This design comes from an exercise in tuning for small area on the open sky130 flow, not from production work. The RTL was checked by simulation tests, not by an equivalence proof against the original design.

==> module alb_scale, before the edit <==
module alb_scale (
    input  logic                       aclk,
    input  logic                       aresetn,
    input  logic                       in_valid,
    output logic                       in_ready,
    input  logic [alb_pkg::SUM_W-1:0]  sum_m10,
    output logic                       out_valid,
    input  logic                       out_ready,
    input  logic [alb_pkg::CFG_W-1:0]  min_level,
    input  logic [alb_pkg::CFG_W-1:0]  max_level,
    output logic [alb_pkg::CFG_W-1:0]  target
);
    function automatic [4:0] div10_step(input [4:0] v);
        case (v)
            5'd10:   div10_step = {1'b1, 4'd0};
            5'd11:   div10_step = {1'b1, 4'd1};
            5'd12:   div10_step = {1'b1, 4'd2};
            5'd13:   div10_step = {1'b1, 4'd3};
            5'd14:   div10_step = {1'b1, 4'd4};
            5'd15:   div10_step = {1'b1, 4'd5};
            5'd16:   div10_step = {1'b1, 4'd6};
            5'd17:   div10_step = {1'b1, 4'd7};
            5'd18:   div10_step = {1'b1, 4'd8};
            5'd19:   div10_step = {1'b1, 4'd9};
            default: div10_step = {1'b0, v[3:0]};
        endcase
    endfunction
    function automatic [13:0] add14(input [13:0] a, input [13:0] b, input cin);
        logic c;
        c = cin;
        for (int i = 0; i < 14; i++) begin
            add14[i] = a[i] ^ b[i] ^ c;
            c        = (a[i] & b[i]) | (a[i] & c) | (b[i] & c);
        end
    endfunction
    logic        va_reg, vp_reg, ra, rp;
    logic [9:0]  a, a_reg;
    logic        zero_reg;
    logic [3:0]  d;
    logic        crossed;
    logic [13:0] p;
    logic [3:0]  p_hi_reg, p_lo_reg;
    logic        p_ones_reg;
    logic [3:0]  quot;
    assign rp       = !vp_reg || out_ready;
    assign ra       = !va_reg || rp;
    assign in_ready = ra;
    always_comb begin
        logic [3:0] r;
        logic [4:0] o;
        r = sum_m10[13:10];
        for (int i = 9; i >= 0; i--) begin
            o    = div10_step({r, sum_m10[i]});
            a[i] = o[4];
            r    = o[3:0];
        end
    end
    always_comb begin
        logic b;
        b = 1'b0;
        for (int i = 0; i < 4; i++) begin
            d[i] = max_level[i] ^ min_level[i] ^ b;
            b    = (!max_level[i] & min_level[i]) | (!(max_level[i] ^ min_level[i]) & b);
        end
        crossed = b;
    end
    always_comb begin
        logic [13:0] acc;
        acc = d[0] ? 14'(a_reg) << 1 : 14'(a_reg);
        acc = add14(acc, d[1] ? 14'(a_reg) << 1 : 14'd0, 1'b0);
        acc = add14(acc, d[2] ? 14'(a_reg) << 2 : 14'd0, 1'b0);
        acc = add14(acc, d[3] ? 14'(a_reg) << 3 : 14'd0, 1'b0);
        p   = acc;
    end
    always_comb begin
        logic cc;
        cc = 1'b1;
        for (int i = 0; i < 4; i++) begin
            cc = (p_lo_reg[i] & p_hi_reg[i]) | (p_lo_reg[i] & cc) | (p_hi_reg[i] & cc);
        end
        cc = cc & p_ones_reg;
        for (int i = 0; i < 4; i++) begin
            quot[i] = p_hi_reg[i] ^ cc;
            cc      = cc & p_hi_reg[i];
        end
    end
    always_comb begin
        if (crossed) begin
            target = min_level - 4'd1;
        end else begin
            target = max_level - quot;
        end
    end
    always_ff @(posedge aclk) begin
        if (!aresetn) begin
            va_reg <= 1'b0;
            vp_reg <= 1'b0;
        end else begin
            if (ra) begin
                va_reg <= in_valid;
            end
            if (rp) begin
                vp_reg <= va_reg;
            end
        end
    end
    always_ff @(posedge aclk) begin
        if (in_valid && ra) begin
            a_reg    <= a;
            zero_reg <= sum_m10[13] & sum_m10[12];
        end
        if (va_reg && rp) begin
            p_hi_reg   <= zero_reg ? 4'd0 : p[13:10];
            p_lo_reg   <= p[3:0];
            p_ones_reg <= !zero_reg && (&p[9:4]);
        end
    end
    assign out_valid = vp_reg;
endmodule
==> module alb_level, before the edit <==
module alb_level (
    input  logic [alb_pkg::CFG_W-1:0]  target,
    input  logic [alb_pkg::CFG_W-1:0]  level,
    output logic [alb_pkg::CFG_W-1:0]  level_next,
    output logic                       moved
);
    always_comb begin
        level_next = level;
        moved      = 1'b1;
        if (target > level) begin
            level_next = level + 4'd1;
        end else if (target < level) begin
            level_next = level - 4'd1;
        end else begin
            moved      = 1'b0;
        end
    end
endmodule
Settings: LEC_CHECK=0, ABC_AREA=1, CAP_MARGIN=20, CORE_MARGIN=2, CORE_UTILIZATION=40, CTS_BUF_LIST=sky130_fd_sc_hd__clkbuf_8, PLACE_DENSITY=0.6, SLEW_MARGIN=20; clock period 7.0 ns.
run.sh (not shown) runs the stock make flow with config.mk's settings and CLKGATE_MAP_FILE= SYNTH_SCRIPT=/design/flow/synth_recipe.tcl, a recipe that flattens the netlist after the stock synthesis.
The baseline finished clean.
Then changed:
--- a/flow/design.v
+++ b/flow/design.v
@@ -140,14 +140,15 @@
             quot[i] = p_hi_reg[i] ^ cc;
             cc      = cc & p_hi_reg[i];
         end
     end
     always_comb begin
-        if (crossed) begin
-            target = min_level - 4'd1;
-        end else begin
-            target = max_level - quot;
+        logic b;
+        b = 1'b0;
+        for (int i = 0; i < 4; i++) begin
+            target[i] = max_level[i] ^ quot[i] ^ b;
+            b         = (!max_level[i] & quot[i]) | (!(max_level[i] ^ quot[i]) & b);
         end
     end
     always_ff @(posedge aclk) begin
         if (!aresetn) begin
             va_reg <= 1'b0;
@@ -165,32 +166,39 @@
         if (in_valid && ra) begin
             a_reg    <= a;
             zero_reg <= sum_m10[13] & sum_m10[12];
         end
         if (va_reg && rp) begin
-            p_hi_reg   <= zero_reg ? 4'd0 : p[13:10];
-            p_lo_reg   <= p[3:0];
-            p_ones_reg <= !zero_reg && (&p[9:4]);
+            p_hi_reg   <= crossed ? d : (zero_reg ? 4'd0 : p[13:10]);
+            p_lo_reg   <= crossed ? 4'hf : p[3:0];
+            p_ones_reg <= crossed || (!zero_reg && (&p[9:4]));
         end
     end
     assign out_valid = vp_reg;
 endmodule
 module alb_level (
     input  logic [alb_pkg::CFG_W-1:0]  target,
     input  logic [alb_pkg::CFG_W-1:0]  level,
     output logic [alb_pkg::CFG_W-1:0]  level_next,
     output logic                       moved
 );
-    always_comb begin
-        level_next = level;
-        moved      = 1'b1;
-        if (target > level) begin
-            level_next = level + 4'd1;
-        end else if (target < level) begin
-            level_next = level - 4'd1;
-        end else begin
-            moved      = 1'b0;
+    logic below;    
+    always_comb begin
+        logic b;
+        b = 1'b0;
+        for (int i = 0; i < 4; i++) begin
+            b = (!target[i] & level[i]) | (!(target[i] ^ level[i]) & b);
+        end
+        below = b;
+        moved = (target != level);
+    end
+    always_comb begin
+        logic c;
+        c = 1'b0;
+        for (int i = 0; i < 4; i++) begin
+            level_next[i] = level[i] ^ (i == 0 ? moved : below) ^ c;
+            c             = (level[i] & (i == 0 ? moved : below)) | (level[i] & c) | ((i == 0 ? moved : below) & c);
         end
     end
 endmodule
 module ambient_light_brightness_tracker (
     input  logic                  aclk,
Result:
- design area went down by 1.5%
- non-clock buffer count rises by 2
- first-iteration DRC count is higher by 16%
- critical path depth is unchanged
- die area fell by 2.3%
- clock-buffer cell count does not change
- routed wire length is lower by 5.3%
- final cell count decreases by 3.9%
- fmax stays flat
- core utilization came out lower by 0.11 points
- hold slack is about the same
- synthesized area came out lower by 2.4%

[port drivers added, routing unchanged]
No port has a modelled driver above. Below, the same layouts with a new extraction and two added sets of constraints.
Step 1 (the two cells are an assumption about what drives the block):
set clk [get_ports {aclk}]
set_driving_cell -lib_cell sky130_fd_sc_hd__clkbuf_16 $clk
set_driving_cell -lib_cell sky130_fd_sc_hd__buf_2 [delete_from_list [all_inputs] $clk]
Step 2 times the ports against the registers' clock, not the clock port: input delays grow and output delays shrink by t, the midpoint of the rising clock arrivals with the driver on.
a / b / c = ideal ports / drivers / drivers and shift; a / b = the first two.
run | shift t [ns] | slack for setup (ns) | worst register clock-pin slew, ns | worst data-port slew with drivers (ns) | pins driven straight from the clock port
the first run | 0.492 | 0.250 / 0.250 / -0.222 | 0.10 / 0.10 | 0.03 | 1
the second run | 0.495 | 0.237 / 0.237 / -0.245 | 0.10 / 0.10 | 0.04 | 1
Met with ideal ports but missed after step 2: setup timing in the first run and the second run. The setup slack of the second run, which loses most, moves by 0.000 ns with the drivers and by -0.482 ns with both steps.
